Background: an optimization exercise with open tools, aiming at small area. Do not read the settings as production practice.
Where RTL was checked, it was by simulation tests only, not by an equivalence proof against the original.

==> build 96: inputs <==
## sha_spi_host
module sha_spi_host #(
  parameter int unsigned CLK_DIV        = 2,
  parameter int unsigned TIMEOUT_CYCLES = 65535
) (
  input  logic         clk,
  input  logic         reset_n,
  input  logic         start,
  input  logic [511:0] message,
  output logic         busy,
  output logic [255:0] hash,
  output logic         hash_valid,
  output logic         timeout,
  output logic         sck,
  output logic         sdi,
  input  logic         sdo,
  output logic         block_load,
  output logic         message_load,
  input  logic         done,
  output logic [2:0]   fsm_state
);
==> module sha_spi_host, before the edit <==
module sha_spi_host #(
  parameter int unsigned CLK_DIV        = 2,
  parameter int unsigned TIMEOUT_CYCLES = 65535
) (
  input  logic         clk,
  input  logic         reset_n,
  input  logic         start,
  input  logic [511:0] message,
  output logic         busy,
  output logic [255:0] hash,
  output logic         hash_valid,
  output logic         timeout,
  output logic         sck,
  output logic         sdi,
  input  logic         sdo,
  output logic         block_load,
  output logic         message_load,
  input  logic         done,
  output logic [2:0]   fsm_state
);
  localparam logic [1:0] M_IDLE = 2'd0, M_TX = 2'd1, M_WAIT = 2'd2, M_RX = 2'd3;
  localparam logic [15:0] TX_BASE = 16'hF800;
  localparam logic [15:0] RX_BASE = 16'hFC00;
  localparam logic [15:0] TO_LAST = 16'(TIMEOUT_CYCLES - 1);
  logic [1:0]   mode;
  logic [15:0]  cnt;
  logic [511:0] tx_sr;
  logic [255:0] rx_sr;
  logic         done_s1, done_s2;
  logic is_idle, is_tx, is_wait, is_rx;
  logic accept, tx_shift, rx_shift, cnt_end, go_rx, expire;
  assign is_idle = (mode == M_IDLE);
  assign is_tx   = (mode == M_TX);
  assign is_wait = (mode == M_WAIT);
  assign is_rx   = (mode == M_RX);
  assign cnt_end  = &cnt;
  assign accept   = is_idle & start;
  assign tx_shift = is_tx & cnt[1] & cnt[0];
  assign rx_shift = is_rx & ~cnt[1] & cnt[0];
  assign go_rx    = is_wait & done_s2;
  assign expire   = is_wait & ~done_s2 & (cnt == TO_LAST);
  assign busy         = ~is_idle;
  assign block_load   = is_tx;
  assign message_load = is_tx;
  assign sck          = (is_tx & cnt[1]) | (is_rx & ~cnt[1]);
  assign sdi          = is_tx & tx_sr[511];
  assign hash         = rx_sr;
  assign fsm_state    = is_tx   ? {1'b0, cnt[1], ~cnt[1]} :
                        is_wait ? 3'd3 :
                        is_rx   ? {1'b1, 1'b0, cnt[1]} : 3'd0;
  always_ff @(posedge clk or negedge reset_n) begin
    if (!reset_n) begin
      mode       <= M_IDLE;
      hash_valid <= 1'b0;
      timeout    <= 1'b0;
    end else begin
      timeout <= expire;
      if (accept) hash_valid <= 1'b0;
      else if (is_rx & cnt_end) hash_valid <= 1'b1;
      case (mode)
        M_IDLE: if (start) mode <= M_TX;
        M_TX:   if (cnt_end) mode <= M_WAIT;
        M_WAIT: if (done_s2) mode <= M_RX;
                else if (cnt == TO_LAST) mode <= M_IDLE;
        M_RX:   if (cnt_end) mode <= M_IDLE;
      endcase
    end
  end
  always_ff @(posedge clk) begin
    done_s1 <= done;
    done_s2 <= done_s1;
    if (accept)     cnt <= TX_BASE;
    else if (go_rx) cnt <= RX_BASE;
    else            cnt <= cnt + 16'd1;
    tx_sr <= ({512{accept}} & message) |
             ({512{tx_shift}} & {tx_sr[510:0], 1'b0}) |
             ({512{~accept & ~tx_shift}} & tx_sr);
    if (rx_shift) rx_sr <= {rx_sr[254:0], sdo};
  end
endmodule
Settings: LEC_CHECK=0, ABC_AREA=1, CAP_MARGIN=20, CORE_MARGIN=2, CORE_UTILIZATION=40, SLEW_MARGIN=20; clock period 5.0 ns.
run.sh (not shown) runs the stock make flow with config.mk's settings and CLKGATE_MAP_FILE= SYNTH_SCRIPT=/design/flow/synth_recipe.tcl, a recipe that flattens the netlist after the stock synthesis.
==> build 22 (differences from build 96) <==
--- a/flow/design.v
+++ b/flow/design.v
@@ -26,8 +26,8 @@
   logic [15:0]  cnt;
   logic [511:0] tx_sr;
-  logic [255:0] rx_sr;
   logic         done_s1, done_s2;
   logic is_idle, is_tx, is_wait, is_rx;
-  logic accept, tx_shift, rx_shift, cnt_end, go_rx, expire;
+  logic accept, tx_shift, rx_shift, shift, hold, cnt_end, go_rx, expire;
+  logic [511:0] shift_in;
   assign is_idle = (mode == M_IDLE);
   assign is_tx   = (mode == M_TX);
@@ -38,4 +38,7 @@
   assign tx_shift = is_tx & cnt[1] & cnt[0];
   assign rx_shift = is_rx & ~cnt[1] & cnt[0];
+  assign shift    = tx_shift | rx_shift;
+  assign hold     = ~accept & ~shift;
+  assign shift_in = {tx_sr[510:0], sdo};
   assign go_rx    = is_wait & done_s2;
   assign expire   = is_wait & ~done_s2 & (cnt == TO_LAST);
@@ -45,5 +48,5 @@
   assign sck          = (is_tx & cnt[1]) | (is_rx & ~cnt[1]);
   assign sdi          = is_tx & tx_sr[511];
-  assign hash         = rx_sr;
+  assign hash         = tx_sr[255:0];
   assign fsm_state    = is_tx   ? {1'b0, cnt[1], ~cnt[1]} :
                         is_wait ? 3'd3 :
@@ -73,8 +76,6 @@
     else if (go_rx) cnt <= RX_BASE;
     else            cnt <= cnt + 16'd1;
-    tx_sr <= ({512{accept}} & message) |
-             ({512{tx_shift}} & {tx_sr[510:0], 1'b0}) |
-             ({512{~accept & ~tx_shift}} & tx_sr);
-    if (rx_shift) rx_sr <= {rx_sr[254:0], sdo};
+    for (int i = 0; i < 512; i++)
+      tx_sr[i] <= (accept & message[i]) | (shift & shift_in[i]) | (hold & tx_sr[i]);
   end
 endmodule
==> flow/flow/run.sh (new file) <==
#!/bin/bash
# Standard ORFS layout with four changes that only affect how the layout is built:
#  - the port buffers are the smallest buffer (buf_1) instead of buffer_ports' default cell;
#  - before floorplanning, the combinational logic is remapped for area (flow/restructure.tcl);
#  - the floorplan step removes buffers instead of resizing (REMOVE_ABC_BUFFERS);
#  - clock tree synthesis uses larger sink clusters and no dummy loads.
set -euo pipefail
HERE=$(cd "$(dirname "$0")" && pwd)
export BUFFER_PORTS_ARGS="-buffer_cell sky130_fd_sc_hd__buf_1"
export REMOVE_ABC_BUFFERS=1
export PRE_FLOORPLAN_TCL="$HERE/restructure.tcl"
export CTS_ARGS="-sink_clustering_enable -repair_clock_nets -dont_use_dummy_load -sink_clustering_size 16 -sink_clustering_max_diameter 60 -buf_list sky130_fd_sc_hd__clkbuf_8"
bash standard.sh > flow_make.log 2>&1
==> flow/flow/restructure.tcl (new file) <==
# Pre-floorplan hook: remap the synthesized combinational logic for area with OpenROAD's
# restructure (ABC). Registers are untouched.
set_dont_use $::env(DONT_USE_CELLS)
file mkdir $::env(OBJECTS_DIR)/rmp
restructure -target area -liberty_file [lindex $::env(LIB_FILES) 0] \
  -tielo_port sky130_fd_sc_hd__conb_1/LO -tiehi_port sky130_fd_sc_hd__conb_1/HI \
  -work_dir $::env(OBJECTS_DIR)/rmp -abc_logfile $::env(OBJECTS_DIR)/rmp/abc.log
report_design_area
==> flow/standard.sh (new file) <==
#!/bin/bash
# synth_recipe.tcl (not shown) runs the flow's synth.tcl, then flattens the netlist and writes it again
# the make line also repeats each setting of config.mk as NAME=value (left out here)
make -C /OpenROAD-flow-scripts/flow DESIGN_CONFIG=/design/flow/config.mk WORK_HOME=/design/flow/orfs CLKGATE_MAP_FILE= SYNTH_SCRIPT=/design/flow/synth_recipe.tcl "${@:-finish}"
--- a/flow/config.mk
+++ b/flow/config.mk
@@ -9,4 +9,4 @@
 export CAP_MARGIN = 20
 export CORE_MARGIN = 2
-export CORE_UTILIZATION = 40
+export CORE_UTILIZATION = 30
 export SLEW_MARGIN = 20
removed: flow/run.sh
==> trial 74 (differences from build 96) <==
--- a/flow/design.v
+++ b/flow/design.v
@@ -20,14 +20,14 @@
 );
   localparam logic [1:0] M_IDLE = 2'd0, M_TX = 2'd1, M_WAIT = 2'd2, M_RX = 2'd3;
-  localparam logic [15:0] TX_BASE = 16'hF800;
-  localparam logic [15:0] RX_BASE = 16'hFC00;
-  localparam logic [15:0] TO_LAST = 16'(TIMEOUT_CYCLES - 1);
+  localparam logic [10:0] TX_BASE = 11'h000;
+  localparam logic [10:0] RX_BASE = 11'h400;
+  localparam logic [16:0] TO_STATE = 17'b11111111110000000;
   logic [1:0]   mode;
-  logic [15:0]  cnt;
+  logic [10:0]  cnt;
   logic [511:0] tx_sr;
-  logic [255:0] rx_sr;
   logic         done_s1, done_s2;
   logic is_idle, is_tx, is_wait, is_rx;
-  logic accept, tx_shift, rx_shift, cnt_end, go_rx, expire;
+  logic accept, tx_shift, rx_shift, shift, hold, cnt_end, go_rx, to_last, expire, ser_in;
+  logic [511:0] shift_in;
   assign is_idle = (mode == M_IDLE);
   assign is_tx   = (mode == M_TX);
@@ -38,6 +38,11 @@
   assign tx_shift = is_tx & cnt[1] & cnt[0];
   assign rx_shift = is_rx & ~cnt[1] & cnt[0];
+  assign shift    = tx_shift | rx_shift | is_wait;
+  assign hold     = ~accept & ~shift;
+  assign ser_in   = is_rx ? sdo : (is_wait & ~(tx_sr[16] ^ tx_sr[13]));
+  assign shift_in = {tx_sr[510:0], ser_in};
+  assign to_last  = (tx_sr[16:0] == TO_STATE);
   assign go_rx    = is_wait & done_s2;
-  assign expire   = is_wait & ~done_s2 & (cnt == TO_LAST);
+  assign expire   = is_wait & ~done_s2 & to_last;
   assign busy         = ~is_idle;
   assign block_load   = is_tx;
@@ -45,5 +50,5 @@
   assign sck          = (is_tx & cnt[1]) | (is_rx & ~cnt[1]);
   assign sdi          = is_tx & tx_sr[511];
-  assign hash         = rx_sr;
+  assign hash         = tx_sr[255:0];
   assign fsm_state    = is_tx   ? {1'b0, cnt[1], ~cnt[1]} :
                         is_wait ? 3'd3 :
@@ -62,5 +67,5 @@
         M_TX:   if (cnt_end) mode <= M_WAIT;
         M_WAIT: if (done_s2) mode <= M_RX;
-                else if (cnt == TO_LAST) mode <= M_IDLE;
+                else if (to_last) mode <= M_IDLE;
         M_RX:   if (cnt_end) mode <= M_IDLE;
       endcase
@@ -72,9 +77,7 @@
     if (accept)     cnt <= TX_BASE;
     else if (go_rx) cnt <= RX_BASE;
-    else            cnt <= cnt + 16'd1;
-    tx_sr <= ({512{accept}} & message) |
-             ({512{tx_shift}} & {tx_sr[510:0], 1'b0}) |
-             ({512{~accept & ~tx_shift}} & tx_sr);
-    if (rx_shift) rx_sr <= {rx_sr[254:0], sdo};
+    else            cnt <= cnt + 11'd1;
+    for (int i = 0; i < 512; i++)
+      tx_sr[i] <= (accept & message[i]) | (shift & shift_in[i]) | (hold & tx_sr[i]);
   end
 endmodule
==> flow/flow/run.sh (new file) <==
#!/bin/bash
# Standard ORFS layout with four changes that only affect how the layout is built:
#  - the port buffers are the smallest buffer (buf_1) instead of buffer_ports' default cell;
#  - before floorplanning, the combinational logic is remapped for area (flow/restructure.tcl);
#  - the floorplan step removes buffers instead of resizing (REMOVE_ABC_BUFFERS);
#  - clock tree synthesis uses larger sink clusters and no dummy loads.
set -euo pipefail
HERE=$(cd "$(dirname "$0")" && pwd)
export BUFFER_PORTS_ARGS="-buffer_cell sky130_fd_sc_hd__buf_1"
export REMOVE_ABC_BUFFERS=1
export PRE_FLOORPLAN_TCL="$HERE/restructure.tcl"
export CTS_ARGS="-sink_clustering_enable -repair_clock_nets -dont_use_dummy_load -sink_clustering_size 16 -sink_clustering_max_diameter 60 -buf_list sky130_fd_sc_hd__clkbuf_8"
bash standard.sh > flow_make.log 2>&1
==> flow/flow/restructure.tcl (new file) <==
# Pre-floorplan hook: remap the synthesized combinational logic for area with OpenROAD's
# restructure (ABC). Registers are untouched. ABC is given a copy of the liberty file
# without the platform's don't-use cells, so it cannot map to them.
set_dont_use $::env(DONT_USE_CELLS)
set rmp_dir $::env(OBJECTS_DIR)/rmp
file mkdir $rmp_dir
set src_lib [lindex $::env(LIB_FILES) 0]
set abc_lib $rmp_dir/abc_cells.lib
set in [open $src_lib r]
set out [open $abc_lib w]
set skipping 0
set dropped 0
while {[gets $in line] >= 0} {
  if {$skipping} {
    if {$line eq "    \}"} { set skipping 0 }
    continue
  }
  if {[regexp {^    cell \(\"?([^\")]+)\"?\)} $line -> cell_name]} {
    foreach pattern $::env(DONT_USE_CELLS) {
      if {[string match $pattern $cell_name]} {
        set skipping 1
        incr dropped
        break
      }
    }
    if {$skipping} { continue }
  }
  puts $out $line
}
close $in
close $out
puts "restructure: dropped $dropped don't-use cells from the ABC liberty"
restructure -target area -liberty_file $abc_lib \
  -tielo_port sky130_fd_sc_hd__conb_1/LO -tiehi_port sky130_fd_sc_hd__conb_1/HI \
  -work_dir $rmp_dir -abc_logfile $rmp_dir/abc.log
report_design_area
==> flow/standard.sh (new file) <==
#!/bin/bash
# synth_recipe.tcl (not shown) runs the flow's synth.tcl, then flattens the netlist and writes it again
# the make line also repeats each setting of config.mk as NAME=value (left out here)
make -C /OpenROAD-flow-scripts/flow DESIGN_CONFIG=/design/flow/config.mk WORK_HOME=/design/flow/orfs CLKGATE_MAP_FILE= SYNTH_SCRIPT=/design/flow/synth_recipe.tcl "${@:-finish}"
--- a/flow/config.mk
+++ b/flow/config.mk
@@ -9,4 +9,4 @@
 export CAP_MARGIN = 20
 export CORE_MARGIN = 2
-export CORE_UTILIZATION = 40
+export CORE_UTILIZATION = 30
 export SLEW_MARGIN = 20
removed: flow/run.sh
==> impl_metrics.toml <==
[finish]
n_antenna_cell = 20

[detailed_routing]
vias_per_cell = 5.09

[global_routing]
use_met2_pct = 40.4

[synth]
synth_area_leaders = "dfxtp_1, edfxtp_1, o221ai_1"

[die]
die_area_um2 = 72600

[critical_path]
path_delay_family = "buffers and inverters"

[run_status]
status = "timing/DRC/antenna clean"

[power_and_ir_drop]
peakVddDrop_mv = 0.272
(the above is from build 96)
==> impl_metrics.toml <==
[finish]
top_register = "tx_sr"

[critical_path]
path_delay_family = "compound AO/OA/AOI/OAI gates"

[global_routing]
use_met2_pct = 31.5

[power_and_ir_drop]
peakVddDrop_mv = 0.536

[die]
die_area_um2 = 65300

[run_status]
status = "timing/DRC/antenna clean"

[detailed_routing]
wirelength_um = 65400
vias_per_cell = 5.41
(the above is from trial 74)
==> impl_metrics.toml <==
[die]
die_area_um2 = 65800

[finish]
n_antenna_cell = 18

[run_status]
status = "timing/DRC/antenna clean"

[global_routing]
use_met2_pct = 30.9
(the above is from build 22)
No functional check of the RTL was part of build 96.

-- separate check: timing with driven ports --
In the flow no input, the clock included, has a driving cell. The finished layouts below were timed again as built, in two steps. Step 1 sets driving cells, clkbuf_16 on the clock port and buf_2 on the other inputs (assumed; they add their load-dependent delay and slew). Step 2 moves the port delays by t, midway between the first and last clock arrival at a register: inputs arrive t later, outputs are due t later. That takes back most of the time a late clock gives input paths. Slacks: ideal / step 1 / step 2; pairs: ideal / step 1.
run | t (ns) | slack for setup (ns) | latest minus earliest clock arrival (ns) | worst slew at a driven data input, ns
build 96 | 0.673 | 1.737 / 1.673 / 1.734 | 0.028 / 0.028 | 0.17
build 22 | 0.643 | 1.886 / 1.828 / 1.648 | 0.077 / 0.077 | 0.11
trial 74 | 0.643 | 1.715 / 1.715 / 1.683 | 0.063 / 0.063 | 0.10
After both steps every run listed still meets setup and hold. For build 22, which loses most, drivers alone change the setup slack by -0.058 ns; drivers and shift together by -0.238 ns.
